This is an optimization exercise on Yosys and OpenROAD, whose aim is small area, not a production implementation. In this exercise RTL edits were held to simulation tests only and were not proved equivalent to the original. Power figures rest on the tool's default switching activity, not on a simulated workload. The clock port is modelled as an ideal driver; clocking choices that lean on that would not hold on a real chip.

--- design/flow/config.mk ---
export PLATFORM = sky130hd
export DESIGN_NAME = scan_top
export DESIGN_NICKNAME = scan_top
export VERILOG_FILES = /design/flow/design.v
export SDC_FILE = /design/flow/constraint.sdc
export NUM_CORES = 4
export LEC_CHECK = 0
export ABC_AREA = 1
export CAP_MARGIN = 20
export CORE_MARGIN = 2
export CORE_UTILIZATION = 40
export SLEW_MARGIN = 20
--- design/flow/constraint.sdc ---
create_clock -name core_clock -period 7.0 [get_ports {w_bus_clk}]
set_input_delay 1.4000 -clock core_clock [delete_from_list [all_inputs] [get_ports {w_bus_clk}]]
set_output_delay 1.4000 -clock core_clock [all_outputs]
set_load 0.01 [all_outputs]
--- design/flow/design.v ---
`timescale 1ns/1ps
`default_nettype none
module scan_top
#(
    parameter int FIFO_DEPTH = 4
)
(
    input  wire                         w_bus_clk,
    input  wire                         w_adc_rst,
    input  wire [3:0]                   sw,
    input  wire [11:0]      adc_data_0,
    input  wire [11:0]      adc_data_1,
    input  wire [11:0]      adc_data_2,
    input  wire                         sample_strobe,
    input  wire                         dma_on,
    input  wire [27:0]  dma_start_address,
    input  wire [27:0]  dma_buf_size,
    input  wire                         sdram_waitrequest,
    output logic [127:0]             sdram_writedata,
    output logic [27:0]       sdram_address,
    output logic                        sdram_write,
    output logic                        fifo_overflow,
    output logic [15:0]         dma_done_cnt
);
    localparam int CH = 3;
    logic [3:0] sw_q;
    logic [1:0] tm [CH];
    always_ff @(posedge w_bus_clk)
    begin
        if (w_adc_rst)
        begin
            sw_q  <= 4'b1100;
            tm[0] <= 2'd0;
            tm[1] <= 2'd0;
            tm[2] <= 2'd0;
        end
        else
        begin
            sw_q <= sw;
            case (sw_q[3:2])
                2'd0:    tm[0] <= sw_q[1:0];
                2'd1:    tm[1] <= sw_q[1:0];
                2'd2:    tm[2] <= sw_q[1:0];
                default: ;
            endcase
        end
    end
    logic [11:0] ramp_cnt;
    logic [2:0]  lane_idx;
    logic        beat_valid;
    logic        last_lane;
    assign last_lane = (lane_idx == 3'd7);
    always_ff @(posedge w_bus_clk)
    begin
        if (w_adc_rst)
        begin
            ramp_cnt   <= '0;
            lane_idx   <= '0;
            beat_valid <= 1'b0;
        end
        else
        begin
            beat_valid <= sample_strobe && last_lane;
            if (sample_strobe)
            begin
                ramp_cnt <= ramp_cnt + 1'b1;
                lane_idx <= lane_idx + 1'b1;
            end
        end
    end
    logic [27:0] start_q;
    logic [27:0] size_q;
    always_ff @(posedge w_bus_clk)
    begin
        start_q <= dma_start_address;
        size_q  <= dma_buf_size;
    end
    logic [1:0]  grant;
    logic [2:0]  req;
    logic        req_g;
    logic [27:0] idx_g;
    logic [28:0] idx_inc;
    logic        wrap;
    logic [27:0] idx_nxt;
    logic [11:0] src      [CH];
    logic [11:0] beat     [CH][7];
    logic [11:0] mem      [CH][4][8];
    logic [1:0]  wr_ptr   [CH];
    logic [1:0]  rd_ptr   [CH];
    logic [2:0]  fill     [CH];
    logic [27:0] ring_idx [CH];
    logic        full     [CH];
    logic        push     [CH];
    logic        pop      [CH];
    logic [1:0]  wr_nxt   [CH];
    logic [2:0]  fill_nxt [CH];
    logic [15:0] done_cnt;
    logic        ovf_any;
    assign src[0] = (tm[0] == 2'd1) ? ramp_cnt : (tm[0] == 2'd2) ? 12'hAAA :
                    (tm[0] == 2'd3) ? 12'h555 : adc_data_0;
    assign src[1] = (tm[1] == 2'd1) ? ramp_cnt : (tm[1] == 2'd2) ? 12'hAAA :
                    (tm[1] == 2'd3) ? 12'h555 : adc_data_1;
    assign src[2] = (tm[2] == 2'd1) ? ramp_cnt : (tm[2] == 2'd2) ? 12'hAAA :
                    (tm[2] == 2'd3) ? 12'h555 : adc_data_2;
    for (genvar c = 0; c < CH; c++)
    begin : g_ch
        assign full[c] = fill[c][2];
        assign req[c]  = (fill[c] != 3'd0);
        assign push[c] = beat_valid && dma_on && !full[c];
        assign pop[c]  = (grant == 2'(c)) && req[c] && !sdram_waitrequest;
        always_comb
        begin
            if (w_adc_rst || !dma_on)
            begin
                wr_nxt[c]   = 2'd0;
                fill_nxt[c] = 3'd0;
            end
            else
            begin
                wr_nxt[c]   = wr_ptr[c] + 2'(push[c]);
                fill_nxt[c] = fill[c] + 3'(push[c]) - 3'(pop[c]);
            end
        end
        always_ff @(posedge w_bus_clk)
        begin
            wr_ptr[c] <= wr_nxt[c];
            fill[c]   <= fill_nxt[c];
            if (w_adc_rst || !dma_on)
            begin
                rd_ptr[c]   <= 2'd0;
                ring_idx[c] <= '0;
            end
            else if (pop[c])
            begin
                rd_ptr[c]   <= rd_ptr[c] + 1'b1;
                ring_idx[c] <= idx_nxt;
            end
        end
        for (genvar k = 0; k < 7; k++)
        begin : g_lane
            always_ff @(posedge w_bus_clk)
            begin
                if (sample_strobe && lane_idx == 3'(k))
                    beat[c][k] <= src[c];
            end
        end
        for (genvar i = 0; i < 4; i++)
        begin : g_slot
            for (genvar k = 0; k < 7; k++)
            begin : g_lane
                always_ff @(posedge w_bus_clk)
                begin
                    if (push[c] && wr_ptr[c] == 2'(i))
                        mem[c][i][k] <= beat[c][k];
                end
            end
            always_ff @(posedge w_bus_clk)
            begin
                if (sample_strobe && last_lane && !fill_nxt[c][2] && wr_nxt[c] == 2'(i))
                    mem[c][i][7] <= src[c];
            end
        end
    end
    always_comb
    begin
        case (grant)
            2'd1:    begin req_g = req[1]; idx_g = ring_idx[1]; end
            2'd2:    begin req_g = req[2]; idx_g = ring_idx[2]; end
            default: begin req_g = req[0]; idx_g = ring_idx[0]; end
        endcase
    end
    assign idx_inc = {1'b0, idx_g} + 29'd1;
    assign wrap    = idx_inc[28] || ((size_q != 28'd0) && (idx_inc[27:0] >= size_q));
    assign idx_nxt = wrap ? 28'd0 : idx_inc[27:0];
    always_ff @(posedge w_bus_clk)
    begin
        if (w_adc_rst)
            done_cnt <= '0;
        else if (dma_on && pop[0] && wrap)
            done_cnt <= done_cnt + 1'b1;
    end
    assign dma_done_cnt = done_cnt;
    always_ff @(posedge w_bus_clk)
    begin
        if (w_adc_rst)
        begin
            ovf_any       <= 1'b0;
            fifo_overflow <= 1'b0;
        end
        else
        begin
            ovf_any <= dma_on && beat_valid && (full[0] || full[1] || full[2]);
            if (ovf_any)
                fifo_overflow <= 1'b1;
        end
    end
    logic [1:0] grant_next;
    always_comb
    begin
        case (grant)
            2'd1:    grant_next = req[2] ? 2'd2 : req[0] ? 2'd0 : 2'd1;
            2'd2:    grant_next = req[0] ? 2'd0 : req[1] ? 2'd1 : 2'd2;
            default: grant_next = req[1] ? 2'd1 : req[2] ? 2'd2 : 2'd0;
        endcase
    end
    always_ff @(posedge w_bus_clk)
    begin
        if (w_adc_rst)
            grant <= 2'd0;
        else if (!req_g || !sdram_waitrequest)
            grant <= grant_next;
    end
    logic [27:0] offset;
    logic [95:0] head;
    always_comb
    begin
        case (grant)
            2'd1:    offset = size_q;
            2'd2:    offset = {size_q[26:0], 1'b0};
            default: offset = 28'd0;
        endcase
    end
    assign sdram_write   = req_g;
    assign sdram_address = start_q + offset + idx_g;
    always_comb
    begin
        head = '0;
        for (int c = 0; c < CH; c++)
            for (int i = 0; i < 4; i++)
                if (grant == 2'(c) && rd_ptr[c] == 2'(i))
                    for (int k = 0; k < 8; k++)
                        head[k*12 +: 12] = head[k*12 +: 12] | mem[c][i][k];
    end
    for (genvar k = 0; k < 8; k++)
    begin : g_out
        assign sdram_writedata[k*16 +: 16] = {4'h0, head[k*12 +: 12]};
    end
endmodule
`default_nettype wire
--- design/flow/run.sh ---
#!/bin/bash
# synth_recipe.tcl (not shown) runs the flow's synth.tcl, then flattens the netlist and writes it again
# the make line also repeats each setting of config.mk as NAME=value (left out here)
make -C /OpenROAD-flow-scripts/flow DESIGN_CONFIG=/design/flow/config.mk WORK_HOME=/design/flow/orfs CLKGATE_MAP_FILE= SYNTH_SCRIPT=/design/flow/synth_recipe.tcl finish
==> results of run 1 <==
## per-layer routing
metal  track usage [%]  share of wire (%)  vias up
met5                 0             0.0073        -
met4              6.14                2.3        2
met3              4.84                9.9      252
met2              35.2                 46     1843
met1              31.4                 41    19200
li1                  -                  -    16800
## per-stage QoR
step / setup WS, ns / TNS (ns)
global placement: 0.710 / 0
detailed placement: 0.664 / 0
floorplan: -1.05 / -1060.62
finish: 0.297 / 0
global route: 0.00883 / 0
CTS: 0.0146 / 0
## layout make-up
class / count / area, um^2 / share of cell area (%)
Antenna cell: 6 / 15.0 / 0.0207
Clock buffer: 201 / 4290 / 5.92
Clock inverter: 96 / 1060 / 1.46
Inverter: 330 / 1270 / 1.75
Multi-Input combinational cell: 2177 / 13700 / 18.8
Sequential cell: 1611 / 46300 / 63.9
Tap cell: 2044 / 2560 / 3.53
Timing Repair Buffer: 347 / 3340 / 4.60
## cell families (layout without fill, tap and decap cells)
family,count (synthesis),in the layout,synth area share [%]
flops,1611,1611,74.7
simple gates,1040,1040,7.36
compound gates,929,929,10.6
buf+inv,559,974,3.75
fa+ha+maj,118,118,2.76
xor+xnor,58,58,0.832
other cells,1,38,0.00605
## sequential cells by signal (all words and copies together), names as in the netlist
| signal | count |
|---|---|
| ring_idx | 84 |
| size_q | 28 |
| fifo_overflow | 1 |
| done_cnt | 16 |
| grant | 2 |
| fill | 9 |
| lane_idx | 3 |
| mem | 1152 |
| tm | 6 |
| start_q | 28 |
| beat | 252 |
| wr_ptr | 6 |
| beat_valid | 1 |
| sw_q | 4 |
| ovf_any | 1 |
| rd_ptr | 6 |
| ramp_cnt | 12 |
## critical path, stage by stage (launching register included)
cell and delay, ns:
dfxtp_1 0.39, inv_1 0.08, ha_2 0.47, nand2_2 0.23
inv_2 0.12, a22oi_1 0.08, fa_1 0.44, inv_1 0.07
ha_1 0.22, inv_1 0.08, fa_1 0.45, o21ai_0 0.34
inv_1 0.14, o21ai_2 0.28, a21oi_1 0.15, o21ai_0 0.21
xor2_1 0.18, clkdlybuf4s50_1 0.56
## repair_timing
action                     4_1_cts  5_1_grt
setup endpoints to repair       10       17
resized for setup                2       11
buffers inserted                 0        1
## layout by cell type, fill, tap and decap left out, types with 7 or more instances in the layout
cell type        Yosys  routed
inv_1              313     310
clkbuf_1           160      33
clkinvlp_4           0       8
edfxtp_1          1404    1404
inv_2                6       7
or2_2                7       7
inv_4                0      10
o21ai_0            201     182
buf_12               0       9
a22o_1             148     148
nor2_4               3      12
a21oi_1            234     232
nand4_1             67      67
nand3_1            215     215
clkinv_2             0      34
buf_4               35      93
nand2_1            491     491
clkbuf_16            0     165
fa_1                31      31
o21ai_1              1      16
nor3_1              33      18
nand3_2             14      14
dfxtp_1            207     207
ha_1                87      84
conb_1               1      32
xor2_1              37      37
xnor2_1             20      20
nor3_2               0      15
a22oi_1             27      27
bufinv_16            0      13
nor2_2               7       7
clkdlybuf4s50_1      0     241
nor2_1             192     183
a32o_1              93      93
clkinv_1            11      23
a221oi_1           201     201
## worst max-delay path by stage
stage	startpoint	to	slack, ns	cells after the start
2_1_floorplan	dma_on	mem[0][0]	-1.05	4
3_3_place_gp	grant[1]	sdram_address[19]	0.71	17
3_5_place_dp	grant[1]	sdram_address[19]	0.66	17
4_1_cts	grant[1]	sdram_address[25]	0.01	19
5_1_grt	grant[1]	sdram_address[25]	0.009	19
6_report	grant[1]	sdram_address[19]	0.30	17
## where the power goes
part / switching, W / internal, W
Sequential: 0.0000571 / 0.0105
Clock: 0.00378 / 0.00490
Combinational: 0.000394 / 0.000135
Total: 0.00423 / 0.0155
==> Flow_metrics.wiki, run 1 <==
{| class="wikitable"
! Metric !! Value
|-
| Status || finished clean
|-
| Unrepaired setup endpoints after global routing || no
|-
| Unique cell type count in the Yosys netlist || 48
|-
| Worst R2R End || ring_idx[2][7]
|-
| Top post-synthesis cells by count || 1404 x edfxtp_1, 491 x nand2_1, 313 x inv_1
|-
| Maximum clock frequency || 0.149 GHz
|-
| Global-route wire length before repair || 256000 um
|-
| Clock-pin slew reported for the worst setup and hold paths after clock tree synthesis || 0.06 ns
|-
| Sort of element at the start of the critical path || register
|-
| Share of cells above drive strength 1 || 9.24%
|-
| Clk sinks || about 1600
|-
| Data arrival time of the critical path || 5.30 ns
|-
| Minimum hold slack || 0.450 ns
|-
| Maximum root-to-sink buffer count || 3
|-
| Crit. End Element || output pin
|-
| Count of hold buffers inserted by post-cts repair || 0
|-
| Total of fill cells in the finished design || 13300
|-
| Nets || 4850
|-
| Placed cell count || approximately 6500
|-
| Final Instance Area || between 70000 and 80000 um^2
|-
| Count of endpoints failing hold in the final timing report || 0
|-
| Core outline area || 154000 um^2
|-
| TritonCTS clock tree || yes
|-
| Gate count after technology mapping || 4316
|-
| EDFF count, synth || 1404
|-
| Maximum number of pins on one net before global-route repair || 89
|-
| Horizontal die dimension || 398 um
|-
| Final ANT Viol Nets || 0
|-
| Total Power Consumption || roughly 0.02 W
|-
| Vias after detailed routing || 38100
|-
| Fraction of registers with async set or reset after synthesis || 0%
|-
| Reg-to-reg setup timing slack || 2.02 ns
|-
| Final slew viol count || 0
|-
| Effective utilization at floorplan || 40.2%
|-
| P_leak || around 25 nW
|-
| Last weighted congestion value of the routability-driven placer || 0.881
|-
| Clock tree root buffer cell || clkbuf_16
|-
| WHS Endpoint || fifo_overflow
|-
| Placed Area || approximately 67000 um^2
|-
| Cell type with the largest total area after synthesis || edfxtp_1
|-
| Overall fraction of global-route tracks in use || 22.4%
|-
| Max-capacitance violation count || 0
|-
| Non-filler cells, final || 6812
|-
| Area Overhead vs Synth || 17.0%
|-
| Utilization after layout || between 40 and 50%
|-
| Top cells by area in the synthesized netlist || edfxtp_1 68%, dfxtp_1 6.7%, nand2_1 3.0%
|-
| Iter 0 DRT Violations || 4410
|-
| Type of the worst setup path || reg2out
|-
| Final min period || between 6 and 7 ns
|-
| Power density cells || 273 nW/um^2
|-
| Most numerous cell in the Yosys netlist || edfxtp_1
|-
| Fraction of the yosys area taken by sequential cells || 74.7%
|-
| Total grt overflow || 0
|-
| Port bufs || 242
|-
| Launching point of the worst reg2reg path || grant[1]
|-
| Post-Syn Area per Cell || 14.4 um^2
|-
| Actual transition at the worst max-transition pin || 1.14 ns
|-
| Synthesis-stage register bit count || between 1500 and 2000
|-
| Number of remaining DRC errors || 0
|-
| Routed Wire Length || ~180000 um
|-
| Netlist area before placement || 62000 um^2
|-
| Iteration count of the initial detailed-routing pass || 6
|-
| Final worst path period share || between 90% and 100%
|-
| Headroom to the max-slew limit || 23.3%
|-
| Synth warnings || 14
|-
| I/O pin count || 275
|-
| Die Area || about 160000 um^2
|-
| Routed wirelength normalized by instance count || 26.3 um
|-
| HPWL Detailed || 103000 um
|-
| Worst Reg2Reg Path Length in Cells || 26
|-
| Hold Crit Start || ovf_any
|-
| Setup-violating endpoint count in the final report || 0
|-
| Row Count || 144
|-
| Initial antenna violation count || 23
|-
| Skew-Pair Late Insertion Delay || between 0.8 and 0.9 ns
|-
| Hold Path Depth || 2
|-
| H-Tree Depth || 4
|-
| Clock buffers created by TritonCTS || approximately 160
|-
| IR Drop Worst-Case VDD || 218 uV
|-
| Number of global-route vias before repair || 36800
|-
| Via/cell ratio || around 5.6
|-
| Primary FF master, synth || edfxtp_1
|-
| Post-synth top area share || 68.0%
|-
| Clock skew || 0.0526 ns
|-
| Data required time at the worst endpoint || about 5.6 ns
|-
| Biggest fanout along the worst timing path || 10
|-
| Die Y-Extent || 398 um
|-
| Min-Delay Path Class || reg2reg
|}
==> run 2, diff against run 1 <==
--- a/design/flow/config.mk
+++ b/design/flow/config.mk
@@ -5,7 +5,6 @@
 export SDC_FILE = /design/flow/constraint.sdc
 export NUM_CORES = 4
 export LEC_CHECK = 0
-export ABC_AREA = 1
 export CAP_MARGIN = 20
 export CORE_MARGIN = 2
 export CORE_UTILIZATION = 40
==> Flow_metrics.wiki, run 2 <==
{| class="wikitable"
! Metric !! Value
|-
| Minimum hold slack || 0.442 ns
|-
| Actual transition at the worst max-transition pin || 1.15 ns
|-
| Global-route wire length before repair || 260000 um
|-
| Count of endpoints failing hold in the final timing report || 0
|-
| Biggest fanout along the worst timing path || 34
|-
| Clock tree root buffer cell || clkbuf_16
|-
| Number of global-route vias before repair || approximately 36000
|-
| Setup-violating endpoint count in the final report || 0
|-
| Biggest regs || mem: 1152 flops, beat: 252 flops, ring_idx: 84 flops
|-
| Via/cell ratio || 5.81
|-
| Commonest non-fill, non-tap cells in the layout || 1404 x edfxtp_1, 325 x a22o_1, 290 x a221oi_1
|-
| Unrepaired setup endpoints after global routing || no
|-
| Cells traversed along the worst timing path || inv_1 > ha_2 > buf_12 > a22oi_1 > a21oi_2 > inv_2 > fa_1 > inv_1 > ha_1 > a211oi_1 > o21bai_1 > a21oi_2 > o21ai_1 > and2_1 > o41a_1 > a21oi_1 > xnor2_1 > clkdlybuf4s50_1
|-
| Slowest cell delay on critical path || roughly 0.56 ns
|-
| Clk sinks || 1611
|-
| Type of the worst setup path || reg2out
|-
| P_leak || between 20 and 25 nW
|-
| Routed wirelength normalized by instance count || roughly 29 um
|-
| Netlist area before placement || 60800 um^2
|-
| Max-capacitance violation count || 0
|-
| Post-Syn Area per Cell || roughly 16 um^2
|-
| Nets || 4276
|-
| Hold Path Depth || 2
|-
| Die Y-Extent || around 390 um
|-
| Final slew viol count || 0
|-
| Final ANT Viol Nets || 0
|-
| Synth warnings || 14
|-
| I/O pin count || 275
|-
| Clock buffers created by TritonCTS || roughly 170
|-
| Clock-pin slew reported for the worst setup and hold paths after clock tree synthesis || around 0.060 ns
|-
| Synthesis-stage register bit count || about 1600
|-
| IR Drop Worst-Case VDD || 211 uV
|-
| CP max stage cell || clkdlybuf4s50_1
|-
| Share of cells above drive strength 1 || 9.79%
|-
| Top cells by area in the synthesized netlist || edfxtp_1 69%, dfxtp_1 6.8%, a22o_1 4.7%
|-
| Effective utilization at floorplan || 40.2%
|-
| Worst Reg2Reg Path Length in Cells || 20
|-
| Max reg flops || between 1000 and 1500
|-
| Count of hold buffers inserted by post-cts repair || 0
|-
| Row Count || 143
|-
| Biggest register || mem
|-
| Data arrival time of the critical path || 5.33 ns
|-
| Cell type with the largest total area after synthesis || edfxtp_1
|-
| Maximum clock frequency || 0.148 GHz
|-
| Maximum root-to-sink buffer count || 3
|-
| Status || finished clean
|-
| Final worst path period share || 96.2%
|-
| Port bufs || around 240
|-
| Top post-synthesis cells by count || 1404 x edfxtp_1, 325 x a22o_1, 290 x a221oi_1
|-
| Gate count after technology mapping || 3741
|-
| EDFF count, synth || 1404
|-
| Min-Delay Path Class || reg2reg
|-
| Iteration count of the initial detailed-routing pass || 5
|-
| Final min period || 6.73 ns
|-
| Horizontal die dimension || 394 um
|-
| Fraction of the yosys area taken by sequential cells || ~76%
|-
| H-Tree Depth || 4
|-
| Number of remaining DRC errors || 0
|-
| Initial antenna violation count || 16
|-
| HPWL Detailed || 101000 um
|-
| Die Area || around 160000 um^2
|-
| Power density cells || 271 nW/um^2
|-
| Data required time at the worst endpoint || 5.60 ns
|-
| Clock skew || ~0.066 ns
|-
| Total grt overflow || 0
|-
| Core outline area || 151000 um^2
|-
| Final Instance Area || 71300 um^2
|-
| Unique cell type count in the Yosys netlist || 71
|-
| Fraction of registers with async set or reset after synthesis || 0%
|-
| Crit. End Element || output pin
|-
| Last weighted congestion value of the routability-driven placer || 0.805
|-
| TritonCTS clock tree || yes
|-
| Headroom to the max-slew limit || between 20% and 30%
|-
| Overall fraction of global-route tracks in use || 23.2%
|-
| Post-synth top area share || 69.4%
|-
| Routed Wire Length || 182000 um
|-
| Primary FF master, synth || edfxtp_1
|-
| Iter 0 DRT Violations || 4069
|-
| Skew-Pair Late Insertion Delay || between 0.8 and 0.9 ns
|-
| Maximum number of pins on one net before global-route repair || a little under 100
|-
| Sort of element at the start of the critical path || register
|-
| Most common library cell in the layout ignoring fill and taps || edfxtp_1
|-
| Placed Area || 65900 um^2
|-
| Vias after detailed routing || between 30000 and 40000
|-
| Most numerous cell in the Yosys netlist || edfxtp_1
|-
| Area Overhead vs Synth || 17.3%
|}
## run 2: kinds of logic (layout without fill, tap and decap cells)
kind of cell / Yosys count / count (layout) / share of synthesized area [%]
xor gates and xnor gates: 74 / 74 / 1.07
and+or+nand+nor: 625 / 625 / 5.08
buffers and inverters: 381 / 795 / 2.67
muxes: 27 / 27 / 0.467
AOI/OAI and AO/OA: 904 / 904 / 11.7
DFF: 1611 / 1611 / 76.2
other: 1 / 35 / 0.00617
adders and majority gates: 118 / 118 / 2.81
## run 2: critical path, delay by kind of cell (launching register included)
family	cells	cell delay, ns
buffers and inverters	5	1.04
xor gates and xnor gates	1	0.13
adders and majority gates	3	1.06
AOI/OAI and AO/OA	8	1.74
and+or+nand+nor	1	0.23
DFF	1	0.32
## run 2: layer usage
layer  part of all wire, %  vias to the layer above  global-route usage, %
met1                    41                    18500                   32.1
met4                   2.9                       14                   6.90
met3                   9.5                      293                   5.07
met2                    47                     1886                   36.6
met5                 0.044                        -                      0
li1                      -                    15400                      -
## run 2: layout make-up
class	count	area, um^2
diodes	3	7.51
clock inverters	88	830
fillers	12900	80100
multi-input cells	1780	13200
repair buffers	348	3490
well taps	2030	2540
clock buffers	208	4340
inverters	151	567
flip-flops and latches	1611	46300
## run 2: per-stage QoR
| step | std cells | setup slack (ns) | total power (W) | utilization, % | setup TNS, ns |
|---|---|---|---|---|---|
| 6_report | 6219 | 0.265 | 0.0193 | 47.1 | 0 |
| 5_1_grt | 6216 | 0.00713 | 0.0198 | 47.1 | 0 |
| 4_1_cts | 6210 | 0.00751 | 0.0194 | 47.0 | 0 |
| 3_5_place_dp | 5914 | -0.00218 | 0.0111 | 43.5 | -0.00218 |
| 3_3_place_gp | 5914 | 0.0825 | 0.0111 | 43.5 | 0 |
| 2_1_floorplan | 3772 | -3.23 | 0.0109 | - | -813.60 |
## run 2: path summary, 6_finish.rpt
path                        to     start  slack [ns]
max          sdram_address[24]  grant[0]        0.27
min              fifo_overflow   ovf_any        0.44
max reg2reg     ring_idx[2][4]  grant[0]        1.14
min reg2reg      fifo_overflow   ovf_any        0.44
## run 2: timing repair
item	4_1_cts	5_1_grt
setup buffers	0	5
endpoints found under the setup margin	11	10
gates resized for setup	18	22
pin swaps	0	4
## run 2: where the power goes
group / leakage [nW] / switching [W] / internal [W]
Combinational: 7.05 / 0.000284 / 0.000121
Clock: 2.50 / 0.00370 / 0.00469
Sequential: 14.3 / 0.0000657 / 0.0105
Total: 23.9 / 0.00405 / 0.0153
==> run 3, diff against run 2 <==
--- a/design/flow/config.mk
+++ b/design/flow/config.mk
@@ -8,4 +8,7 @@
 export CAP_MARGIN = 20
 export CORE_MARGIN = 2
 export CORE_UTILIZATION = 40
+export CTS_BUF_LIST = sky130_fd_sc_hd__clkbuf_16
+export CTS_CLUSTER_DIAMETER = 80
+export CTS_CLUSTER_SIZE = 30
 export SLEW_MARGIN = 20
==> Flow_metrics.wiki, run 3 <==
{| class="wikitable"
! Metric !! Value
|-
| Status || finished clean
|-
| Post-synth top area share || 69.4%
|-
| Post-Syn Area per Cell || 16.3 um^2
|-
| Total grt overflow || 0
|-
| Minimum hold slack || ~0.44 ns
|-
| Netlist area before placement || 60800 um^2
|-
| Biggest regs || mem: 1152 flops, beat: 252 flops, ring_idx: 84 flops
|-
| Clock buffers created by TritonCTS || a little over 80
|-
| TritonCTS clock tree || yes
|-
| Final Instance Area || about 69000 um^2
|-
| Worst slack after detailed placement || -0.00218 ns
|-
| Final ANT Viol Nets || 0
|-
| Worst Reg2Reg Path Length in Cells || 20
|-
| WHS Endpoint || mem[35][9]
|-
| Last weighted congestion value of the routability-driven placer || 0.805
|-
| Iteration count of the initial detailed-routing pass || 5
|-
| Actual transition at the worst max-transition pin || around 1.2 ns
|-
| Type of the worst setup path || reg2out
|-
| Routing layer with the top usage in global route || met2
|-
| Maximum number of pins on one net before global-route repair || 97
|-
| Die Y-Extent || 394 um
|-
| Via/cell ratio || about 5.9
|-
| Worst R2R End || ring_idx[2][4]
|-
| Routed Wire Length || 180000 um
|-
| Clk sinks || 1611
|-
| Setup-violating endpoint count in the final report || 0
|-
| Number of global-route vias before repair || 35400
|-
| Skew-Pair Late Insertion Delay || approximately 0.76 ns
|-
| Vias after detailed routing || approximately 36000
|-
| Biggest register || mem
|-
| Cell type with the largest total area after synthesis || edfxtp_1
|-
| Data arrival time of the critical path || 5.33 ns
|-
| HPWL Detailed || 101000 um
|-
| Final min period || 6.73 ns
|-
| Headroom to the max-slew limit || 21.4%
|-
| Slowest cell delay on critical path || 0.56 ns
|-
| Port bufs || about 240
|-
| Hold Path Depth || 0
|-
| Max reg flops || 1152
|-
| Horizontal die dimension || 394 um
|-
| Placed Area || around 66000 um^2
|-
| Utilization after layout || a little under half
|-
| Top post-synthesis cells by count || 1404 x edfxtp_1, 325 x a22o_1, 290 x a221oi_1
|-
| Gate count after technology mapping || roughly 3700
|-
| Top cell family by delay on the critical path || compound AO/OA/AOI/OAI gates
|-
| Max-capacitance violation count || 0
|-
| Top cells by area in the synthesized netlist || edfxtp_1 69%, dfxtp_1 6.8%, a22o_1 4.7%
|-
| Iter 0 DRT Violations || 3874
|-
| Initial antenna violation count || 14
|-
| Crit. End Element || output pin
|-
| Unique cell type count in the Yosys netlist || just over 70
|-
| Number of buffer and inverter stages on the critical path || 5
|-
| IR Drop Worst-Case VDD || 201 uV
|-
| Final slew viol count || 0
|-
| Unrepaired setup endpoints after global routing || no
|-
| Primary FF master, synth || edfxtp_1
|-
| Global-route wire length before repair || 256000 um
|-
| H-Tree Depth || 3
|-
| Reg-to-reg setup timing slack || 1.12 ns
|-
| Maximum clock frequency || 0.149 GHz
|-
| Hold Crit Start || beat[10][9]
|-
| Synthesis-stage register bit count || 1611
|-
| Power density cells || 243 nW/um^2
|-
| Most numerous cell in the Yosys netlist || edfxtp_1
|-
| Fraction of registers with async set or reset after synthesis || 0%
|-
| Final worst path period share || 96.2%
|-
| Clock tree root buffer cell || clkbuf_16
|-
| Count of endpoints failing hold in the final timing report || 0
|-
| Share of cells above drive strength 1 || about 7.9%
|-
| P_leak || 22.8 nW
|-
| Core outline area || approximately 150000 um^2
|-
| Effective utilization at floorplan || between 40% and 50%
|-
| Routed wirelength normalized by instance count || between 20 and 30 um
|-
| Worst setup slack after layout || 0.269 ns
|-
| Launching point of the worst reg2reg path || grant[0]
|-
| Global Route met1 Usage || 32.2%
|-
| Sort of element at the start of the critical path || register
|-
| Commonest non-fill, non-tap cells in the layout || 1404 x edfxtp_1, 325 x a22o_1, 290 x a221oi_1
|-
| Min-Delay Path Class || reg2reg
|-
| Die Area || 155000 um^2
|-
| Maximum root-to-sink buffer count || 3
|-
| Overall fraction of global-route tracks in use || 22.8%
|-
| Fraction of the yosys area taken by sequential cells || 76.2%
|-
| Clock-pin slew reported for the worst setup and hold paths after clock tree synthesis || approximately 0.11 ns
|-
| Clock skew || 0.0720 ns
|-
| Biggest fanout along the worst timing path || 23
|-
| CP max stage cell || clkdlybuf4s50_1
|-
| Cells traversed along the worst timing path || inv_1 > ha_4 > buf_6 > buf_8 > mux2i_2 > fa_1 > inv_1 > ha_1 > a21o_1 > a211o_1 > o211ai_1 > a21oi_1 > o41a_1 > a21oi_1 > xnor2_1 > clkdlybuf4s50_1
|-
| Global-route track usage on met2 || 36.5%
|-
| Area Overhead vs Synth || 13.4%
|-
| Synth warnings || 14
|-
| I/O pin count || 275
|-
| Met3 global-route usage || under 10%
|-
| Most common library cell in the layout ignoring fill and taps || edfxtp_1
|-
| EDFF count, synth || 1404
|-
| Number of remaining DRC errors || 0
|-
| Nets || 4190
|-
| Row Count || 143
|-
| Data required time at the worst endpoint || 5.60 ns
|}
## run 3: changes by cell type in the layout (fill, tap and decap cells not counted), sizes merged
cell      previous run  this run
clkinvlp             3         0
buf                107       103
diode                3         5
inv                156       184
clkbuf             208        84
bufinv               7         0
clkinv              73        23
## run 3: power by group
| part | switching (W) | total, W | internal (W) |
|---|---|---|---|
| clock | 0.00341 | 0.00583 | 0.00242 |
| combinational | 0.000284 | 0.000405 | 0.000121 |
| sequential | 0.0000658 | 0.0105 | 0.0105 |
## run 3: final cells by class
type / count / area (um^2)
Multi-Input combinational cell: 1780 / 13200
Timing Repair Buffer: 344 / 3430
Clock inverter: 56 / 801
Fill cell: 13100 / 82400
Clock buffer: 84 / 2100
Tap cell: 2030 / 2540
Inverter: 151 / 567
Antenna cell: 5 / 12.5
Sequential cell: 1611 / 46300
## run 3: cell families (layout without fill, tap and decap cells)
family / after synthesis / after routing / share of synthesized area, %
other: 1 / 37 / 0.00617
AO/OA/AOI/OAI: 904 / 904 / 11.7
AND/OR/NAND/NOR: 625 / 625 / 5.08
flip-flops: 1611 / 1611 / 76.2
XOR/XNOR: 74 / 74 / 1.07
buffers and inverters: 381 / 635 / 2.67
multiplexers: 27 / 27 / 0.467
adder cells (fa/ha/maj): 118 / 118 / 2.81
## run 3: how the worst max path moves through the flow
stage          slack [ns]  cells after the start                 to     start
6_report             0.27                     16  sdram_address[24]  grant[0]
5_1_grt             0.002                     18  sdram_address[20]  grant[0]
4_1_cts             -0.02                     17  sdram_address[27]  grant[0]
3_5_place_dp       -0.002                     16  sdram_address[27]  grant[1]
3_3_place_gp         0.08                     18  sdram_address[27]  grant[0]
2_1_floorplan       -3.23                      2          mem[0][0]    dma_on
## run 3: what timing repair did
action | CTS | global route
endpoints found under the setup margin | 11 | 10
resized for setup | 12 | 22
pin swaps | 0 | 2
hold buffers | 0 | 0
setup buffers | 0 | 1
## run 3: per-layer routing
layer / share of wire (%) / vias to the layer above
met5: 0.042 / -
met4: 2.6 / 14
met3: 9.5 / 244
li1: - / 15200
met1: 41 / 18300
met2: 47 / 1834
## run 3: stage by stage
step | std cells | power, W | setup TNS, ns
after floorplan | 3772 | 0.0109 | -813.60
after global placement | 5914 | 0.0111 | 0
after detailed placement | 5914 | 0.0111 | -0.00218
after CTS | 6054 | 0.0168 | -0.0157
after global routing | 6056 | 0.0172 | 0
final | 6061 | 0.0168 | 0
==> run 4, diff against run 3 <==
--- a/design/flow/design.v
+++ b/design/flow/design.v
@@ -126,15 +126,11 @@
             wr_ptr[c] <= wr_nxt[c];
             fill[c]   <= fill_nxt[c];
             if (w_adc_rst || !dma_on)
-            begin
                 rd_ptr[c]   <= 2'd0;
-                ring_idx[c] <= '0;
-            end
             else if (pop[c])
-            begin
                 rd_ptr[c]   <= rd_ptr[c] + 1'b1;
-                ring_idx[c] <= idx_nxt;
-            end
+            if (w_adc_rst || !dma_on || pop[c])
+                ring_idx[c] <= idx_d;
         end
         for (genvar k = 0; k < 7; k++)
         begin : g_lane
@@ -170,8 +166,17 @@
         endcase
     end
     assign idx_inc = {1'b0, idx_g} + 29'd1;
-    assign wrap    = idx_inc[28] || ((size_q != 28'd0) && (idx_inc[27:0] >= size_q));
+    logic [28:0] ge;
+    always_comb
+    begin
+        ge[0] = 1'b1;
+        for (int i = 0; i < 28; i++)
+            ge[i+1] = (idx_inc[i] & ~size_q[i]) | (idx_inc[i] & ge[i]) | (~size_q[i] & ge[i]);
+    end
+    assign wrap    = idx_inc[28] || ((size_q != 28'd0) && ge[28]);
     assign idx_nxt = wrap ? 28'd0 : idx_inc[27:0];
+    logic [27:0] idx_d;
+    assign idx_d = (w_adc_rst || !dma_on) ? 28'd0 : idx_nxt;
     always_ff @(posedge w_bus_clk)
     begin
         if (w_adc_rst)
@@ -221,7 +226,10 @@
         endcase
     end
     assign sdram_write   = req_g;
-    assign sdram_address = start_q + offset + idx_g;
+    logic [27:0] csa_s, csa_c;
+    assign csa_s = start_q ^ offset ^ idx_g;
+    assign csa_c = (start_q & offset) | (start_q & idx_g) | (offset & idx_g);
+    assign sdram_address = csa_s + {csa_c[26:0], 1'b0};
     always_comb
     begin
         head = '0;
--- a/design/flow/config.mk
+++ b/design/flow/config.mk
@@ -5,10 +5,10 @@
 export SDC_FILE = /design/flow/constraint.sdc
 export NUM_CORES = 4
 export LEC_CHECK = 0
-export CAP_MARGIN = 20
+export CAP_MARGIN = 0
 export CORE_MARGIN = 2
 export CORE_UTILIZATION = 40
 export CTS_BUF_LIST = sky130_fd_sc_hd__clkbuf_16
 export CTS_CLUSTER_DIAMETER = 80
 export CTS_CLUSTER_SIZE = 30
-export SLEW_MARGIN = 20
+export SLEW_MARGIN = 0
==> Flow_metrics.wiki, run 4 <==
{| class="wikitable"
! Metric !! Value
|-
| Status || finished clean
|-
| Fraction of the yosys area taken by sequential cells || 78.1%
|-
| Sequential fraction of design power || a little over three fifths
|-
| Die Area || 154000 um^2
|-
| IR Drop Worst-Case VDD || 177 uV
|-
| Row Count || around 140
|-
| Fraction of the mapped netlist area in adder cells || between 2 and 2.5%
|-
| Biggest regs || mem: 1152 flops, beat: 252 flops, ring_idx: 84 flops
|-
| Count of endpoints failing hold in the final timing report || 0
|-
| Main combinational cell family by area after synthesis || compound AO/OA/AOI/OAI gates
|-
| Data required time at the worst endpoint || 5.60 ns
|-
| Iter 0 DRT Violations || around 3900
|-
| TritonCTS clock tree || yes
|-
| Type of the worst setup path || reg2out
|-
| Commonest non-fill, non-tap cells in the layout || 1488 x edfxtp_1, 304 x a22o_1, 289 x a221oi_1
|-
| Post-Syn Area per Cell || 17.2 um^2
|-
| Headroom to the max-slew limit || between 15 and 20%
|-
| Cell mode on critical path || buf_4
|-
| Final Instance Area || 68600 um^2
|-
| Clock buffers created by TritonCTS || 77
|-
| Share of cells above drive strength 1 || 9.46%
|-
| EDFF count, synth || 1488
|-
| Port bufs || 242
|-
| Share of cell area taken by muxes after synthesis || 0.437%
|-
| Top cells by area in the synthesized netlist || edfxtp_1 74%, a22o_1 4.4%, a221oi_1 4.2%
|-
| Total grt overflow || 0
|-
| Post-synth top area share || 74.0%
|-
| Fraction of registers with async set or reset after synthesis || 0%
|-
| Maximum root-to-sink buffer count || 3
|-
| Placed Area || 65700 um^2
|-
| Global-route wire length before repair || 243000 um
|-
| Routed Wire Length || roughly 170000 um
|-
| Biggest fanout along the worst timing path || 6
|-
| Max-capacitance violation count || 0
|-
| Gate count after technology mapping || 3515
|-
| P_leak || 22.3 nW
|-
| HPWL Detailed || 94900 um
|-
| CP max stage cell || fa_1
|-
| Final min period || 6.79 ns
|-
| Worst slack after detailed placement || 0.00663 ns
|-
| Skew-Pair Late Insertion Delay || 0.74 ns
|-
| Vias after detailed routing || 34300
|-
| Net switching share of the total power || about 22%
|-
| Top post-synthesis cells by count || 1488 x edfxtp_1, 304 x a22o_1, 289 x a221oi_1
|-
| Clk sinks || around 1600
|-
| Overall fraction of global-route tracks in use || 22.0%
|-
| Net switching power || 0.00378 W
|-
| Iteration count of the initial detailed-routing pass || 5
|-
| Internal power component || roughly 0.013 W
|-
| Unique cell type count in the Yosys netlist || 87
|-
| Slowest cell delay on critical path || slightly below 0.6 ns
|-
| Clock skew || 0.0567 ns
|-
| Synth warnings || 14
|-
| Effective utilization at floorplan || 40.3%
|-
| Fraction of power consumed by combinational cells || 4.6%
|-
| Primary FF master, synth || edfxtp_1
|-
| Maximum clock frequency || 0.147 GHz
|-
| Min-Delay Path Class || reg2reg
|-
| Total area of multi-input combinational cells || 12200 um^2
|-
| Last weighted congestion value of the routability-driven placer || 0.817
|-
| Initial antenna violation count || 12
|-
| Worst setup slack after layout || between 0.2 and 0.25 ns
|-
| Final worst path period share || 97.0%
|-
| Area share of xor/xnor cells in the synthesized design || 1.01%
|-
| Post-synthesis share of cell area spent on and, or, nand and nor gates || 4.48%
|-
| Number of global-route vias before repair || 33900
|-
| Setup-violating endpoint count in the final report || 0
|-
| Nets || 3983
|-
| Count of hold buffers inserted by post-cts repair || 0
|-
| Number of remaining DRC errors || 0
|-
| Total of fill cells in the finished design || 12800
|-
| Storage cell area || 47200 um^2
|-
| Share of the synthesized area in compound gates (AO/OA/AOI/OAI) || between 10 and 15%
|-
| Unrepaired setup endpoints after global routing || yes
|-
| Via/cell ratio || roughly 5.9
|-
| Most numerous cell in the Yosys netlist || edfxtp_1
|-
| Clock-pin slew reported for the worst setup and hold paths after clock tree synthesis || about 0.10 ns
|-
| Cell type with the largest total area after synthesis || edfxtp_1
|-
| Top cell family by delay on the critical path || compound AO/OA/AOI/OAI gates
|-
| Final ANT Viol Nets || 0
|-
| I/O pin count || 275
|-
| Total Power Consumption || roughly 0.017 W
|-
| Core outline area || 150000 um^2
|-
| Routed wirelength normalized by instance count || around 29 um
|-
| Synthesis-stage register bit count || 1611
|-
| Sort of element at the start of the critical path || register
|-
| Clock tree root buffer cell || clkbuf_16
|-
| Utilization after layout || 45.8%
|-
| Clock group share of total power || 32.4%
|-
| Netlist area before placement || a little over 60000 um^2
|-
| Number of buffer and inverter stages on the critical path || 9
|-
| Area Overhead vs Synth || 13.6%
|-
| Setup TNS Final || 0 ns
|-
| Crit. End Element || output pin
|-
| H-Tree Depth || 3
|-
| Actual transition at the worst max-transition pin || between 1 and 1.5 ns
|-
| Most common library cell in the layout ignoring fill and taps || edfxtp_1
|-
| Final slew viol count || 0
|-
| Horizontal die dimension || between 300 and 400 um
|-
| Biggest register || mem
|-
| Die Y-Extent || 392 um
|-
| Power density cells || 247 nW/um^2
|-
| Maximum number of pins on one net before global-route repair || 85
|-
| Max reg flops || 1152
|-
| Data arrival time of the critical path || 5.39 ns
|}
## run 4: changes by cell type after synthesis, sizes merged, moves of 7 or more
cell / delta
edfxtp: +84
dfxtp: -84
nor2: +11
clkbuf: -17
nand3: -58
a21oi: -27
xnor2: -8
or4: +7
inv: -32
ha: -28
a21o: -10
nand2: -34
o21ai: -25
a22o: -21
## run 4: worst reg2reg max path, cell delays in order (launching register included)
cell	delay [ns]
dfxtp_4	0.37
inv_4	0.05
ha_4	0.31
buf_4	0.16
nor2_1	0.07
a21oi_1	0.22
buf_4	0.18
ha_1	0.19
o21ai_0	0.09
a21oi_1	0.25
nand4_1	0.36
nor4_1	0.44
xor2_1	0.19
or2_2	0.32
maj3_2	0.34
o31ai_2	0.26
a211oi_1	0.10
a211oi_2	0.38
o21ai_1	0.14
a31oi_2	0.16
buf_4	0.34
nor2_1	0.16
## run 4: repair_timing
item | CTS | global route
gates resized for setup | 40 | 43
endpoints found under the setup margin | 14 | 14
buffers inserted | 12 | 4
pin swaps | 11 | 19
## run 4: kinds of logic (layout without fill, tap and decap cells)
group,after synthesis,count (layout)
other cells,1,35
buf+inv,329,621
flops,1611,1611
xor+xnor,69,69
simple gates,550,550
fa+ha+maj,94,94
compound gates,839,839
mux,22,22
## run 4: final timing paths
path | from | end | slack, ns | cells after the start
hold / removal | ovf_any | fifo_overflow | 0.45 | 2
hold reg to reg | ovf_any | fifo_overflow | 0.45 | 2
setup reg to reg | grant[0] | ring_idx[1][3] | 1.66 | 21
setup / recovery | grant[0] | sdram_address[26] | 0.21 | 26
## run 4: layout make-up
| class | count | area share, % |
|---|---|---|
| clock buffer | 78 | 2.85 |
| antenna | 3 | 0.0110 |
| clock inverter | 47 | 0.938 |
| tap | 2016 | 3.68 |
| inverter | 119 | 0.655 |
| timing repair buffer | 377 | 5.30 |
| multi-input combinational | 1606 | 17.8 |
| sequential | 1611 | 68.8 |
## run 4: metrics by stage
step,hold WS (ns),cells
after floorplan,0.411,3546
after global placement,0.433,5713
after detailed placement,0.438,5713
after CTS,0.460,5850
after global routing,0.485,5854
final,0.449,5857
## run 4: per-layer routing
layer  global-route usage [%]  routed length (um)  part of all wire [%]  up-vias
met5                        0                   0                     0        -
met4                     5.97                4780                   2.8        0
met3                     2.95               15400                   8.9      235
met2                     36.1               81900                    48     1759
met1                     30.9               69600                    41    17800
li1                         -                   -                     -    14600
## run 4: power groups by stage
stage	sequential, W	clock (W)	combinational, W
finish	0.0107	0.00549	0.000776
global route	0.0107	0.00587	0.000834
CTS	0.0107	0.00557	0.000764
detailed placement	0.0109	0	0.000757
global placement	0.0109	0	0.000754
floorplan	0.0108	0	0.000373
==> run 5, diff against run 4 <==
--- a/design/flow/config.mk
+++ b/design/flow/config.mk
@@ -5,10 +5,10 @@
 export SDC_FILE = /design/flow/constraint.sdc
 export NUM_CORES = 4
 export LEC_CHECK = 0
-export CAP_MARGIN = 0
+export CAP_MARGIN = 20
 export CORE_MARGIN = 2
 export CORE_UTILIZATION = 40
 export CTS_BUF_LIST = sky130_fd_sc_hd__clkbuf_16
 export CTS_CLUSTER_DIAMETER = 80
 export CTS_CLUSTER_SIZE = 30
-export SLEW_MARGIN = 0
+export SLEW_MARGIN = 20
==> Flow_metrics.wiki, run 5 <==
{| class="wikitable"
! Metric !! Value
|-
| Status || finished clean
|-
| Count of endpoints failing hold in the final timing report || 0
|-
| Sort of element at the start of the critical path || register
|-
| Netlist area before placement || 60300 um^2
|-
| EDFF count, synth || 1488
|-
| Final min period || ~6.8 ns
|-
| Overall fraction of global-route tracks in use || between 20 and 25%
|-
| Total of fill cells in the finished design || 12800
|-
| Port bufs || 242
|-
| Clock skew || between 0.05 and 0.06 ns
|-
| HPWL Detailed || 94900 um
|-
| Synth warnings || 14
|-
| TritonCTS clock tree || yes
|-
| Clk sinks || about 1600
|-
| Met3 global-route usage || between 2 and 3%
|-
| Biggest fanout along the worst timing path || 6
|-
| Routing layer with the top usage in global route || met2
|-
| Clock tree root buffer cell || clkbuf_16
|-
| Final ANT Viol Nets || 0
|-
| Initial antenna violation count || 12
|-
| H-Tree Depth || 3
|-
| Top post-synthesis cells by count || 1488 x edfxtp_1, 304 x a22o_1, 289 x a221oi_1
|-
| Crit. End Element || output pin
|-
| Iteration count of the initial detailed-routing pass || 5
|-
| Biggest register || mem
|-
| Max-capacitance violation count || 0
|-
| Fraction of registers with async set or reset after synthesis || 0%
|-
| Die Y-Extent || 392 um
|-
| Data arrival time of the critical path || about 5.4 ns
|-
| Global-route track usage on met2 || 36.1%
|-
| Type of the worst setup path || reg2out
|-
| Clock-pin slew reported for the worst setup and hold paths after clock tree synthesis || 0.10 ns
|-
| IR Drop Worst-Case VDD || 177 uV
|-
| Skew-Pair Late Insertion Delay || 0.74 ns
|-
| Final worst path period share || a little under 100%
|-
| Die Area || 154000 um^2
|-
| Total grt overflow || 0
|-
| Post-synth top area share || 74.0%
|-
| Vias after detailed routing || 34300
|-
| Actual transition at the worst max-transition pin || 1.21 ns
|-
| Unrepaired setup endpoints after global routing || yes
|-
| Synthesis-stage register bit count || 1611
|-
| Number of global-route vias before repair || about 34000
|-
| Biggest regs || mem: 1152 flops, beat: 252 flops, ring_idx: 84 flops
|-
| Global Route met1 Usage || between 30% and 40%
|-
| Post-Syn Area per Cell || ~17 um^2
|-
| Via/cell ratio || 5.86
|-
| Most numerous cell in the Yosys netlist || edfxtp_1
|-
| Max reg flops || 1152
|-
| Row Count || 142
|-
| Nets || between 3000 and 4000
|-
| Global-route wire length before repair || 243000 um
|-
| Gate count after technology mapping || 3515
|-
| Headroom to the max-slew limit || 19.4%
|-
| Power density cells || 247 nW/um^2
|-
| Setup TNS Final || 0 ns
|-
| Final Instance Area || 68600 um^2
|-
| Primary FF master, synth || edfxtp_1
|-
| Top cells by area in the synthesized netlist || edfxtp_1 74%, a22o_1 4.4%, a221oi_1 4.2%
|-
| Iter 0 DRT Violations || slightly below 4000
|-
| Maximum root-to-sink buffer count || 3
|-
| Number of remaining DRC errors || 0
|-
| Clock buffers created by TritonCTS || 77
|-
| Core outline area || 150000 um^2
|-
| Setup-violating endpoint count in the final report || 0
|-
| Area Overhead vs Synth || 13.6%
|-
| Routed wirelength normalized by instance count || just under 30 um
|-
| P_leak || 22.3 nW
|-
| Fraction of the yosys area taken by sequential cells || 78.1%
|-
| Most common library cell in the layout ignoring fill and taps || edfxtp_1
|-
| Maximum clock frequency || ~0.15 GHz
|-
| Min-Delay Path Class || reg2reg
|-
| Data required time at the worst endpoint || 5.60 ns
|-
| Share of cells above drive strength 1 || 9.46%
|-
| Maximum number of pins on one net before global-route repair || 85
|-
| Routed Wire Length || 172000 um
|-
| I/O pin count || 275
|-
| Last weighted congestion value of the routability-driven placer || 0.817
|-
| Unique cell type count in the Yosys netlist || 87
|-
| Effective utilization at floorplan || 40.3%
|-
| Commonest non-fill, non-tap cells in the layout || 1488 x edfxtp_1, 304 x a22o_1, 289 x a221oi_1
|-
| Placed Area || 65700 um^2
|-
| Cell type with the largest total area after synthesis || edfxtp_1
|-
| Final slew viol count || 0
|-
| Horizontal die dimension || 392 um
|}
-- run 5: layout make-up --
cell class	instances	area, um^2	area share (%)
Timing Repair Buffer	377	3630	5.30
Inverter	119	449	0.655
Tap cell	2016	2520	3.68
Clock buffer	78	1950	2.85
Antenna cell	3	7.51	0.0110
Sequential cell	1611	47200	68.8
Multi-Input combinational cell	1606	12200	17.8
Clock inverter	47	643	0.938
-- run 5: cell families (layout without fill, tap and decap cells) --
group / count (synthesis) / in the layout / synth area share [%]
XOR/XNOR: 69 / 69 / 1.01
flip-flops: 1611 / 1611 / 78.1
other: 1 / 35 / 0.00621
adder cells (fa/ha/maj): 94 / 94 / 2.32
AO/OA/AOI/OAI: 839 / 839 / 11.2
multiplexers: 22 / 22 / 0.437
buffers and inverters: 329 / 621 / 2.37
AND/OR/NAND/NOR: 550 / 550 / 4.48
-- run 5: worst paths after layout --
kind | start | end | slack (ns) | cells past startpoint
setup / recovery | grant[0] | sdram_address[26] | 0.21 | 26
hold / removal | ovf_any | fifo_overflow | 0.45 | 2
setup reg to reg | grant[0] | ring_idx[1][3] | 1.66 | 21
hold reg to reg | ovf_any | fifo_overflow | 0.45 | 2
-- run 5: critical path: stages, from the launching register on --
cell and delay [ns]:
dfxtp_4 0.37, inv_4 0.05, ha_4 0.27, buf_4 0.17
a21oi_2 0.12, buf_4 0.15, inv_2 0.04, fa_1 0.59
inv_1 0.06, ha_1 0.28, a21o_1 0.18, a21oi_4 0.14
o21ai_2 0.08, a21oi_2 0.17, o21bai_1 0.10, a21oi_2 0.16
o21bai_1 0.12, a2111oi_2 0.36, buf_4 0.19, nor2_4 0.05
a31oi_4 0.23, o311a_1 0.24, buf_6 0.12, buf_4 0.09
nand3_1 0.06, o311ai_1 0.11, buf_2 0.18
-- run 5: power by group --
part	internal, W	switching [W]
clock	0.00227	0.00321
sequential	0.0106	0.0000790
combinational	0.000291	0.000485
-- run 5: per-stage QoR --
step | util [%] | setup WS (ns) | hold WS, ns | total power (W) | cells
2_1_floorplan | - | -3.23 | 0.411 | 0.0112 | 3546
3_3_place_gp | 43.8 | 0.0840 | 0.433 | 0.0116 | 5713
3_5_place_dp | 43.8 | 0.00663 | 0.438 | 0.0116 | 5713
4_1_cts | 45.7 | 0.00358 | 0.460 | 0.0170 | 5850
5_1_grt | 45.8 | -0.0900 | 0.485 | 0.0174 | 5854
6_report | 45.8 | 0.210 | 0.449 | 0.0169 | 5857
-- run 5: metal layers --
metal  up-vias  share of wire, %
met5         -                 0
met4         0               2.8
met3       235               8.9
met2      1759                48
met1     17800                41
li1      14600                 -
-- run 5: repair_timing --
| item | in CTS | in global routing |
|---|---|---|
| setup endpoints to repair | 14 | 14 |
| setup buffers | 12 | 4 |
| cloned | 0 | 0 |
| hold buffers | 0 | 0 |
| pin swaps | 11 | 19 |
| gates resized for setup | 40 | 43 |
==> run 6, diff against run 5 <==
==> design/flow/flow/run.sh (new file) <==
#!/bin/bash
# Own layout flow: the standard ORFS flow (standard.sh, with the standard
# synthesis unchanged), with two knobs changed after synthesis:
#  - the port buffers are sky130_fd_sc_hd__buf_1 (buffer_ports -buffer_cell)
#    instead of the resizer's default pick;
#  - the clock tree is built without dummy loads (-dont_use_dummy_load).
# Each step's full output goes to a log of its own in this folder; ORFS also
# keeps its per-step logs under orfs/logs.
set -euo pipefail
CTS="-sink_clustering_enable -repair_clock_nets -sink_clustering_size 30"
CTS="$CTS -sink_clustering_max_diameter 100 -buf_list sky130_fd_sc_hd__clkbuf_16"
CTS="$CTS -dont_use_dummy_load"
bash standard.sh synth > synth.log 2>&1
bash standard.sh "BUFFER_PORTS_ARGS=-buffer_cell sky130_fd_sc_hd__buf_1" \
    "CTS_ARGS=$CTS" finish > layout.log 2>&1
==> design/flow/standard.sh (new file) <==
#!/bin/bash
# synth_recipe.tcl (not shown) runs the flow's synth.tcl, then flattens the netlist and writes it again
# the make line also repeats each setting of config.mk as NAME=value (left out here)
make -C /OpenROAD-flow-scripts/flow DESIGN_CONFIG=/design/flow/config.mk WORK_HOME=/design/flow/orfs CLKGATE_MAP_FILE= SYNTH_SCRIPT=/design/flow/synth_recipe.tcl "${@:-finish}"
--- a/design/flow/config.mk
+++ b/design/flow/config.mk
@@ -8,7 +8,5 @@
 export CAP_MARGIN = 20
 export CORE_MARGIN = 2
 export CORE_UTILIZATION = 40
-export CTS_BUF_LIST = sky130_fd_sc_hd__clkbuf_16
-export CTS_CLUSTER_DIAMETER = 80
-export CTS_CLUSTER_SIZE = 30
+export PLACE_DENSITY = 0.8
 export SLEW_MARGIN = 20
removed: design/flow/run.sh
==> Flow_metrics.wiki, run 6 <==
{| class="wikitable"
! Metric !! Value
|-
| Status || finished clean
|-
| Unrepaired setup endpoints after global routing || no
|-
| Initial antenna violation count || 11
|-
| Iteration count of the initial detailed-routing pass || 6
|-
| Unique cell type count in the Yosys netlist || a little under 90
|-
| Minimum hold slack || 0.420 ns
|-
| Final min period || 6.72 ns
|-
| Overall fraction of global-route tracks in use || 20.9%
|-
| Power density cells || ~240 nW/um^2
|-
| Count of hold buffers inserted by post-cts repair || 0
|-
| Gate count after technology mapping || 3515
|-
| Internal power component || 0.0123 W
|-
| Area Overhead vs Synth || 8.73%
|-
| Horizontal die dimension || 392 um
|-
| Total of fill cells in the finished design || 12500
|-
| Final slew viol count || 0
|-
| Placed cell count || 5672
|-
| Netlist area before placement || 60300 um^2
|-
| Post-Syn Area per Cell || ~17 um^2
|-
| Min-Delay Path Class || reg2reg
|-
| Most numerous cell in the Yosys netlist || edfxtp_1
|-
| Clock buffers created by TritonCTS || 61
|-
| Port bufs || 242
|-
| Top post-synthesis cells by count || 1488 x edfxtp_1, 304 x a22o_1, 289 x a221oi_1
|-
| Maximum number of pins on one net before global-route repair || 85
|-
| Count of endpoints failing hold in the final timing report || 0
|-
| Nets || between 3000 and 4000
|-
| P_leak || about 21 nW
|-
| Sequential fraction of design power || 68.7%
|-
| Utilization after layout || 43.8%
|-
| Max-capacitance violation count || 0
|-
| Clock skew || about 0.09 ns
|-
| Setup-violating endpoint count in the final report || 0
|-
| H-Tree Depth || 2
|-
| Crit. End Element || output pin
|-
| Row Count || roughly 140
|-
| Biggest register || mem
|-
| Fraction of power consumed by combinational cells || 4.3%
|-
| EDFF count, synth || between 1000 and 1500
|-
| Headroom to the max-slew limit || 17.3%
|-
| IR Drop Worst-Case VDD || 231 uV
|-
| Post-synthesis share of cell area spent on and, or, nand and nor gates || approximately 4.5%
|-
| Main combinational cell family by area after synthesis || compound AO/OA/AOI/OAI gates
|-
| Actual transition at the worst max-transition pin || 1.24 ns
|-
| Clk sinks || 1611
|-
| Clock-pin slew reported for the worst setup and hold paths after clock tree synthesis || 0.11 ns
|-
| Total grt overflow || 0
|-
| Last weighted congestion value of the routability-driven placer || 0.847
|-
| Core outline area || 150000 um^2
|-
| Final worst path period share || 96.1%
|-
| Type of the worst setup path || reg2out
|-
| Share of cells above drive strength 1 || under 10%
|-
| Number of global-route vias before repair || between 30000 and 40000
|-
| Die Y-Extent || 392 um
|-
| Share of the synthesized area in compound gates (AO/OA/AOI/OAI) || 11.2%
|-
| Commonest non-fill, non-tap cells in the layout || 1488 x edfxtp_1, 304 x a22o_1, 289 x a221oi_1
|-
| Maximum root-to-sink buffer count || 3
|-
| Most common library cell in the layout ignoring fill and taps || edfxtp_1
|-
| Max reg flops || 1152
|-
| Cell type with the largest total area after synthesis || edfxtp_1
|-
| Effective utilization at floorplan || around two fifths
|-
| Non-filler cells, final || 5746
|-
| Clock tree root buffer cell || clkbuf_16
|-
| Final ANT Viol Nets || 0
|-
| Skew-Pair Late Insertion Delay || 0.73 ns
|-
| Synth warnings || 14
|-
| Data arrival time of the critical path || 5.32 ns
|-
| Post-synth top area share || roughly three quarters
|-
| Net switching power || 0.00319 W
|-
| Share of cell area taken by muxes after synthesis || 0.437%
|-
| Routed wirelength normalized by instance count || 28.9 um
|-
| Total Power Consumption || 0.0155 W
|-
| Iter 0 DRT Violations || 5334
|-
| Vias after detailed routing || 34900
|-
| Top cells by area in the synthesized netlist || edfxtp_1 74%, a22o_1 4.4%, a221oi_1 4.2%
|-
| Fraction of the yosys area taken by sequential cells || around four fifths
|-
| Maximum clock frequency || 0.149 GHz
|-
| Clock group share of total power || 27.0%
|-
| Biggest fanout along the worst timing path || 10
|-
| Biggest regs || mem: 1152 flops, beat: 252 flops, ring_idx: 84 flops
|-
| Fraction of registers with async set or reset after synthesis || 0%
|-
| Synthesis-stage register bit count || 1611
|-
| Via/cell ratio || 6.08
|-
| Global-route wire length before repair || roughly 230000 um
|-
| Data required time at the worst endpoint || 5.60 ns
|-
| HPWL Detailed || about 94000 um
|-
| Net switching share of the total power || between 20% and 30%
|-
| I/O pin count || 275
|-
| Primary FF master, synth || edfxtp_1
|-
| Number of remaining DRC errors || 0
|-
| Sort of element at the start of the critical path || register
|-
| Area share of xor/xnor cells in the synthesized design || slightly above 1%
|-
| TritonCTS clock tree || yes
|-
| Fraction of the mapped netlist area in adder cells || 2.32%
|-
| Routed Wire Length || 166000 um
|-
| Die Area || 154000 um^2
|}
==> run 6: layout make-up <==
class	count	area (um^2)	area share, %
repair buffers	327	1720	2.63
clock buffers	61	1530	2.33
multi-input cells	1606	12200	18.6
inverters	119	447	0.681
diodes	6	15.0	0.0229
well taps	2016	2520	3.84
flip-flops and latches	1611	47200	71.9
==> run 6: layer usage <==
metal	track usage (%)	vias to the layer above	wire length [um]
met5	0	-	108
met4	7.59	16	6680
met3	5.63	403	24000
met2	33.6	2771	76900
met1	27.3	17400	58300
li1	-	14400	-
==> run 6: cell families (layout without fill, tap and decap cells) <==
family,Yosys count,in the layout
buffers and inverters,329,507
XOR/XNOR,69,69
AO/OA/AOI/OAI,839,839
other,1,38
adder cells (fa/ha/maj),94,94
multiplexers,22,22
flip-flops,1611,1611
AND/OR/NAND/NOR,550,550
==> run 6: timing repair <==
action | CTS | global route
setup buffers | 2 | 4
gates resized for setup | 11 | 33
pin swaps | 2 | 16
endpoints found under the setup margin | 13 | 13
==> run 6: metrics by stage <==
stage	instance area, um^2	TNS, ns	setup WS, ns
global route	65600	0	0.00129
floorplan	60500	-813.60	-3.23
finish	65600	0	0.275
CTS	65400	-0.00141	-0.00141
detailed placement	63800	0	0.0438
global placement	63800	0	0.238
==> run 6: power groups by stage <==
stage / Clock [W] / Sequential, W / Combinational (W)
floorplan: 0 / 0.0108 / 0.000373
global placement: 0 / 0.0109 / 0.000613
detailed placement: 0 / 0.0109 / 0.000623
CTS: 0.00419 / 0.0107 / 0.000632
global route: 0.00447 / 0.0107 / 0.000709
finish: 0.00420 / 0.0107 / 0.000664
==> run 6: path summary, 6_finish.rpt <==
kind / startpoint / endpoint / slack, ns / depth (start not counted)
max reg2reg: grant[0] / done_cnt[0] / 1.36 / 20
min reg2reg: beat[6][11] / mem[6][11] / 0.42 / 0
max: grant[0] / sdram_address[27] / 0.28 / 23
min: beat[6][11] / mem[6][11] / 0.42 / 0
==> run 6: critical path, cell delays in order, from the launching register on <==
cell and delay, ns:
dfxtp_4 0.39, inv_2 0.07, ha_4 0.28, clkbuf_4 0.20
buf_6 0.17, a21oi_4 0.17, inv_2 0.07, fa_1 0.51
inv_1 0.07, ha_4 0.25, nor2b_1 0.13, o21ai_1 0.20
a21boi_2 0.10, o41ai_2 0.36, a21boi_1 0.14, o21ai_1 0.22
a21oi_2 0.12, o41ai_4 0.39, a21oi_2 0.13, nand2b_1 0.18
nand2b_1 0.11, a31oi_1 0.09, xnor2_1 0.16, clkbuf_2 0.15
==> run 7, diff against run 6 <==
--- a/design/flow/config.mk
+++ b/design/flow/config.mk
@@ -8,5 +8,5 @@
 export CAP_MARGIN = 20
 export CORE_MARGIN = 2
 export CORE_UTILIZATION = 40
-export PLACE_DENSITY = 0.8
+export PLACE_DENSITY = 0.9
 export SLEW_MARGIN = 20
==> Flow_metrics.wiki, run 7 <==
{| class="wikitable"
! Metric !! Value
|-
| Crit. End Element || output pin
|-
| Fraction of registers with async set or reset after synthesis || 0%
|-
| Most numerous cell in the Yosys netlist || edfxtp_1
|-
| Top post-synthesis cells by count || 1488 x edfxtp_1, 304 x a22o_1, 289 x a221oi_1
|-
| IR Drop Worst-Case VDD || approximately 210 uV
|-
| Final ANT Viol Nets || 0
|-
| Area Overhead vs Synth || 8.84%
|-
| Horizontal die dimension || 392 um
|-
| Post-Syn Area per Cell || 17.2 um^2
|-
| Non-filler cells, final || roughly 5800
|-
| Placed Area || 63800 um^2
|-
| TritonCTS clock tree || yes
|-
| Maximum clock frequency || 0.148 GHz
|-
| Unique cell type count in the Yosys netlist || 87
|-
| Vias after detailed routing || about 36000
|-
| Initial antenna violation count || 23
|-
| Min-Delay Path Class || reg2reg
|-
| Iter 0 DRT Violations || 6288
|-
| Row Count || approximately 140
|-
| Nets || 3922
|-
| Total area of multi-input combinational cells || 12200 um^2
|-
| Clk sinks || 1611
|-
| H-Tree Depth || 2
|-
| Biggest fanout along the worst timing path || 11
|-
| Total length of routed met2 wires || between 70000 and 80000 um
|-
| Die Y-Extent || 392 um
|-
| Met3 Wirelength || 27600 um
|-
| Post-synth top area share || 74.0%
|-
| Clock-pin slew reported for the worst setup and hold paths after clock tree synthesis || 0.11 ns
|-
| Total of fill cells in the finished design || 12100
|-
| Max reg flops || 1152
|-
| Skew-Pair Late Insertion Delay || 0.76 ns
|-
| Setup-violating endpoint count in the final report || 0
|-
| Maximum number of pins on one net before global-route repair || slightly below 100
|-
| Routed wirelength normalized by instance count || 29.6 um
|-
| Clock buffers created by TritonCTS || 60
|-
| Cell type with the largest total area after synthesis || edfxtp_1
|-
| Most common library cell in the layout ignoring fill and taps || edfxtp_1
|-
| Number of global-route vias before repair || 35900
|-
| Commonest non-fill, non-tap cells in the layout || 1488 x edfxtp_1, 304 x a22o_1, 289 x a221oi_1
|-
| Netlist area before placement || 60300 um^2
|-
| Share of cells above drive strength 1 || 6.73%
|-
| Data required time at the worst endpoint || 5.60 ns
|-
| Via/cell ratio || 6.24
|-
| Effective utilization at floorplan || between 40% and 50%
|-
| Slowest cell delay on critical path || 0.48 ns
|-
| Cells traversed along the worst timing path || inv_1 > ha_4 > and2_2 > a22o_1 > fa_1 > ha_1 > inv_1 > fa_1 > nor2b_1 > o21ai_1 > a21boi_2 > o41ai_2 > a21boi_0 > o21ai_1 > a21oi_2 > o41ai_2 > buf_4 > a21oi_2 > nand2b_1 > nand2b_1 > a31oi_1 > xnor2_1 > buf_1
|-
| Highest routed layer || met5
|-
| EDFF count, synth || 1488
|-
| Die Area || 154000 um^2
|-
| Primary FF master, synth || edfxtp_1
|-
| Final slew viol count || 0
|-
| Power density cells || 237 nW/um^2
|-
| Metal1 wirelength || around 55000 um
|-
| Placed cell count || 5677
|-
| Type of the worst setup path || reg2out
|-
| Headroom to the max-slew limit || 16.6%
|-
| Max-capacitance violation count || 0
|-
| Status || finished clean
|-
| Clock skew || 0.146 ns
|-
| Number of remaining DRC errors || 0
|-
| Final Instance Area || approximately 66000 um^2
|-
| Maximum root-to-sink buffer count || 3
|-
| Final worst path period share || 96.2%
|-
| Overall fraction of global-route tracks in use || a little over a fifth
|-
| Port bufs || roughly 240
|-
| Fraction of the yosys area taken by sequential cells || 78.1%
|-
| Synth warnings || 14
|-
| Total grt overflow || 0
|-
| Count of hold buffers inserted by post-cts repair || 0
|-
| Storage cell area || 47100 um^2
|-
| Setup TNS Final || 0 ns
|-
| Global-route wire length before repair || 242000 um
|-
| Core outline area || 150000 um^2
|-
| Utilization after layout || 43.9%
|-
| Clock tree root buffer cell || clkbuf_16
|-
| Biggest regs || mem: 1152 flops, beat: 252 flops, ring_idx: 84 flops
|-
| Count of endpoints failing hold in the final timing report || 0
|-
| Biggest register || mem
|-
| HPWL Detailed || just under 100000 um
|-
| Actual transition at the worst max-transition pin || 1.25 ns
|-
| P_leak || 20.8 nW
|-
| Final min period || 6.74 ns
|-
| I/O pin count || ~280
|-
| Last weighted congestion value of the routability-driven placer || 0.882
|-
| Routed Wire Length || ~170000 um
|-
| Sort of element at the start of the critical path || register
|-
| Gate count after technology mapping || about 3500
|-
| Top cells by area in the synthesized netlist || edfxtp_1 74%, a22o_1 4.4%, a221oi_1 4.2%
|-
| CP max stage cell || fa_1
|-
| Synthesis-stage register bit count || about 1600
|-
| Data arrival time of the critical path || 5.34 ns
|-
| Iteration count of the initial detailed-routing pass || 8
|}
-- run 7: cell counts after synthesis --
Identical to the previous run, type by type.
-- run 7: final timing paths --
kind,from,endpoint,slack (ns),cells past startpoint
max,grant[1],sdram_address[27],0.26,23
min,beat[4][0],mem[20][0],0.39,0
max reg2reg,grant[0],done_cnt[1],1.28,21
min reg2reg,beat[4][0],mem[20][0],0.39,0
-- run 7: timing repair --
item                       CTS  global route
setup endpoints to repair   12            11
setup buffers                0             6
resized for setup           17            31
cloned                       0             0
pin swaps                    1             9
-- run 7: metal layers --
layer / GRT usage [%] / vias to the layer above
li1: - / 14400
met1: 26.6 / 17400
met2: 34.7 / 3608
met3: 6.68 / 533
met4: 10.1 / 14
met5: 0 / -
-- run 7: worst max-delay path: cells and delay by family (launching register included) --
kind	cells	cell delay (ns)
buffers and inverters	4	0.50
AND/OR/NAND/NOR	4	0.59
XOR/XNOR	1	0.15
AO/OA/AOI/OAI	10	1.60
adder cells (fa/ha/maj)	4	1.42
flip-flops	1	0.37
-- run 7: power breakdown --
| part | total [W] | switching (W) | internal [W] |
|---|---|---|---|
| clock network | 0.00420 | 0.00266 | 0.00154 |
| registers | 0.0107 | 0.0000856 | 0.0106 |
| logic | 0.000671 | 0.000479 | 0.000192 |
| total | 0.0155 | 0.00323 | 0.0123 |
-- run 7: area by class of cell --
class	instances	share of cell area (%)
timing repair buffer	333	2.72
sequential	1611	71.8
multi-input combinational	1606	18.6
tap	2016	3.84
clock buffer	60	2.29
antenna	19	0.0724
inverter	119	0.680
-- run 7: kinds of logic after synthesis --
| logic type | count (synthesis) | share of synthesized area [%] |
|---|---|---|
| DFF | 1611 | 78.1 |
| AOI/OAI and AO/OA | 839 | 11.2 |
| buffers and inverters | 329 | 2.37 |
| other | 1 | 0.00621 |
| xor gates and xnor gates | 69 | 1.01 |
| muxes | 22 | 0.437 |
| adders and majority gates | 94 | 2.32 |
| and+or+nand+nor | 550 | 4.48 |
-- run 7: metrics by stage --
stage	power, W	hold WS [ns]	worst slack, ns
2_1_floorplan	0.0112	0.411	-3.23
3_3_place_gp	0.0115	0.439	0.396
3_5_place_dp	0.0115	0.440	0.219
4_1_cts	0.0154	0.396	0.00725
5_1_grt	0.0158	0.435	-0.0618
6_report	0.0155	0.388	0.264

Setup slack of run 7, layout unchanged: 0.264 ns with ideal ports, 0.194 ns with driving cells assumed (clock clkbuf_16, inputs buf_2), 0.951 ns with port delays also shifted by the 0.758 ns mid clock arrival.
